Source: an optimization exercise on an open RTL-to-GDS flow (aim: small area, a short achievable clock period and few clock cycles per item). Production flows keep margins and buffers that such runs may drop.
Function was checked by simulation only, so behaviour that the tests miss may differ from the original.
No activity file was given, so power comes from the tool's default toggle rates.

## tablet_adaptive_delta_decoder_unit
module tablet_adaptive_delta_decoder_unit
#(
    parameter int TOOLS     = TOOLS_DEF,
    parameter int SHIFT_MAX = SHIFT_MAX_DEF
) (
    input  logic        clk,
    input  logic        rst_n,
    input  logic        din_valid,
    output logic        din_ready,
    input  logic        din_action,
    input  logic        din_tool,
    input  logic [2:0]  din_channel,
    input  logic [4:0]  din_raw_code,
    input  logic [15:0] din_load_value,
    input  logic [3:0]  din_load_shift,
    output logic        dout_valid,
    input  logic        dout_ready,
    output logic [15:0] dout_value,
    output logic [3:0]  dout_step_out,
    output logic        dout_held,
    input  logic        psel,
    input  logic        penable,
    input  logic        pwrite,
    input  logic [2:0]  paddr,
    input  logic [31:0] pwdata,
    output logic [31:0] prdata,
    output logic        pready
);
clock: 10.0 ns
lec_check: 0
abc_area: 1
abc_clock_period_in_ps: 4000
cap_margin: 20
core_margin: 2
core_utilization: 55
cts_buf_list: sky130_fd_sc_hd__clkbuf_8
cts_cluster_diameter: 60
cts_cluster_size: 16
place_density: 0.75
slew_margin: 20
tns_end_percent: 10
standard.sh (not shown) runs the stock make flow with config.mk's settings and CLKGATE_MAP_FILE= SYNTH_SCRIPT=/design/flow/synth_recipe.tcl, a recipe that flattens the netlist after the stock synthesis.
==> flow/flow/run.sh <==
#!/bin/bash
# The standard layout, with synthesis leaving adders to abc instead of
# mapping them to the half and full adder cells first, the port buffers
# made of plain buf_2 cells, and timing repair aimed at a setup slack of
# 5.35 ns (the clock period and constraints are unchanged).
export ADDER_MAP_FILE=
export BUFFER_PORTS_ARGS="-buffer_cell sky130_fd_sc_hd__buf_2"
export SETUP_SLACK_MARGIN=5.35
bash standard.sh > standard.log 2>&1
The baseline passed the timing, DRC and antenna checks.
Testbench counts at the start, summed over its fixed seeds: cycles 24,016, items 24,000.
Next try:
--- a/flow/flow/run.sh
+++ b/flow/flow/run.sh
@@ -5 +5 @@
-# 5.35 ns (the clock period and constraints are unchanged).
+# 5.45 ns (the clock period and constraints are unchanged).
@@ -8 +8 @@
-export SETUP_SLACK_MARGIN=5.35
+export SETUP_SLACK_MARGIN=5.45
CORE_UTILIZATION = 40   (was 55)
=> Power came out higher by 0.69%; via count came out higher by 1.0%; core utilization came out lower by 17 points; non-clock buffer count increases by 6; sequential power hardly moves; first-iteration DRC count rose by 5.6%; cell area went up by 2.2%; routed wire length rises by 3.0%; die area climbs by 37%; clock power fell by 3.9%; clock skew fell by 19 ps.
Next try:
CORE_UTILIZATION = 65   (was 40)
PLACE_DENSITY = 0.8   (was 0.75)
Worst setup slack gets worse by 13 ps.
Combinational power is lower by a few percent.
Total power is higher slightly.
Register-to-register slack gets better by 110 ps.
Synthesized area does not change.
Hold slack gets better by 9.1 ps.
Die area is lower by well over a third.
Routed wire length is lower slightly.
Global-route usage is higher by 13 points.
Final area is lower slightly.
Next try:
--- a/flow/flow/run.sh
+++ b/flow/flow/run.sh
@@ -5 +5 @@
-# 5.45 ns (the clock period and constraints are unchanged).
+# 5.35 ns (the clock period and constraints are unchanged).
@@ -8 +8 @@
-export SETUP_SLACK_MARGIN=5.45
+export SETUP_SLACK_MARGIN=5.35
CORE_UTILIZATION = 40   (was 65)
PLACE_DENSITY = 0.75   (was 0.8)
Outcome: The new run finished clean. Sequential power is about the same. Register-to-register slack is worse by 170 ps. Setup slack is worse by 73 ps. Clock-buffer cell count came out lower by 2. Routed wire length hardly moves. Non-clock buffer count came out lower by 22. Combinational power stays flat. Critical path depth does not change. Area after synthesis is unchanged. Final area came out lower by 0.62%.


Another version of the RTL of tablet_adaptive_delta_decoder_unit (not shown whole).
Size in the first run: roughly 400 flip-flops, roughly 130 I/O pins, about 20000 sq um of cells after synthesis.
==> flow/config.mk <==
export PLATFORM = sky130hd
export DESIGN_NAME = tablet_adaptive_delta_decoder_unit
export DESIGN_NICKNAME = tablet_adaptive_delta_decoder_unit
export VERILOG_FILES = /design/flow/design.v
export SDC_FILE = /design/flow/constraint.sdc
export NUM_CORES = 4
export LEC_CHECK = 0
export ABC_CLOCK_PERIOD_IN_PS = 4000
export CAP_MARGIN = 20
export CORE_MARGIN = 2
export CORE_UTILIZATION = 40
export CTS_BUF_LIST = sky130_fd_sc_hd__clkbuf_8
export CTS_CLUSTER_DIAMETER = 60
export CTS_CLUSTER_SIZE = 16
export SETUP_SLACK_MARGIN = 5
export SLEW_MARGIN = 20
==> flow/constraint.sdc <==
create_clock -name core_clock -period 10.0 [get_ports {clk}]
set_input_delay 2.0000 -clock core_clock [delete_from_list [all_inputs] [get_ports {clk}]]
set_output_delay 2.0000 -clock core_clock [all_outputs]
set_load 0.01 [all_outputs]
==> flow/flow/run.sh <==
#!/bin/bash
# The standard layout, with synthesis leaving adders to abc instead of
# mapping them to the half and full adder cells first, and the port
# buffers made of plain buf_2 cells.
export ADDER_MAP_FILE=
export BUFFER_PORTS_ARGS="-buffer_cell sky130_fd_sc_hd__buf_2"
bash standard.sh > standard.log 2>&1
Testbench counts at the start, summed over its fixed seeds: cycles 24,016, items 24,000.
Edit:
==> flow/flow/run.sh (replaced) <==
#!/bin/bash
# The standard layout, with synthesis leaving adders to abc instead of
# mapping them to the half and full adder cells first.
export ADDER_MAP_FILE=
bash standard.sh > standard.log 2>&1
--- a/flow/config.mk
+++ b/flow/config.mk
@@ -7,0 +8 @@
+export ABC_AREA = 1
Effect: Sequential power is about the same. Area after synthesis climbs by 3.8%. Cell area went up by 3.7%.
Edit:
--- a/flow/flow/run.sh
+++ b/flow/flow/run.sh
@@ -3 +3,3 @@
-# mapping them to the half and full adder cells first.
+# mapping them to the half and full adder cells first, the port buffers
+# made of plain buf_2 cells, and timing repair aimed at a setup slack of
+# 5.5 ns (the clock period and constraints are unchanged).
@@ -4,0 +7,2 @@
+export BUFFER_PORTS_ARGS="-buffer_cell sky130_fd_sc_hd__buf_2"
+export SETUP_SLACK_MARGIN=5.5
--- a/flow/config.mk
+++ b/flow/config.mk
@@ -8 +7,0 @@
-export ABC_AREA = 1
@@ -16 +14,0 @@
-export SETUP_SLACK_MARGIN = 5
After rerunning: Global-route usage is about the same; cell count is lower by about a fifth; routed wire length is higher slightly; via count is lower by roughly a tenth.
Edit:
--- a/flow/config.mk
+++ b/flow/config.mk
@@ -7,0 +8 @@
+export ABC_AREA = 1
@@ -12,3 +13,3 @@
-export CTS_BUF_LIST = sky130_fd_sc_hd__clkbuf_8
-export CTS_CLUSTER_DIAMETER = 60
-export CTS_CLUSTER_SIZE = 16
+export CTS_BUF_LIST = sky130_fd_sc_hd__clkbuf_4
+export CTS_CLUSTER_DIAMETER = 40
+export CTS_CLUSTER_SIZE = 8
@@ -15,0 +17 @@
+export TNS_END_PERCENT = 10
What happened: The changed run passed the timing, DRC and antenna checks. Routed wire length is lower by 0.87%. Count of clock-buffer cells in the layout is higher by 51. Hold slack is worse by 6.2 ps. Clock power is higher by 24%. Total power is lower by 6.4%. Die area is higher by 3.7%. Critical path depth is lower by 12. Final cell count is higher by 28%. Non-clock buffer count is lower by 129. Area after synthesis is higher by 3.8%. Fmax is higher by 1.2%.

==> what the ideal ports hide <==
In the flow no input, the clock included, has a driving cell. The finished layouts below were timed again as built, in two steps. Step 1 assumes that a clkbuf_16 drives the clock port and a buf_2 every other input. Step 2 moves the port delays by t, midway between the first and last clock arrival at a register: inputs arrive t later, outputs are due t later. That takes back most of the time a late clock gives input paths. a / b / c = ideal ports / drivers / drivers and shift; a / b = the first two.
run | t (ns) | setup WS [ns] | worst hold slack (ns) | worst data-port slew with drivers (ns)
the first run of note 1 | 0.621 | 5.364 / 5.303 / 4.890 | 0.370 / 0.370 / 0.370 | 0.06
the second run of note 1 | 0.631 | 5.429 / 5.244 / 4.959 | 0.376 / 0.376 / 0.376 | 0.19
the third run of note 1 | 0.615 | 5.416 / 5.264 / 5.001 | 0.385 / 0.385 / 0.385 | 0.19
the fourth run of note 1 | 0.649 | 5.343 / 5.292 / 4.842 | 0.368 / 0.368 / 0.368 | 0.05
the first run of note 2 | 0.672 | 5.078 / 5.056 / 4.526 | 0.485 / 0.485 / 0.485 | 0.05
the second run of note 2 | 0.679 | 5.042 / 4.996 / 4.689 | 0.483 / 0.483 / 0.483 | 0.06
the third run of note 2 | 0.653 | 5.373 / 5.224 / 4.732 | 0.482 / 0.482 / 0.482 | 0.23
the fourth run of note 2 | 0.833 | 5.429 / 5.377 / 4.942 | 0.476 / 0.476 / 0.476 | 0.07
After both steps every run listed still meets setup and hold. For the third run of note 2, which loses most, drivers alone change the setup slack by -0.149 ns; drivers and shift together by -0.641 ns.
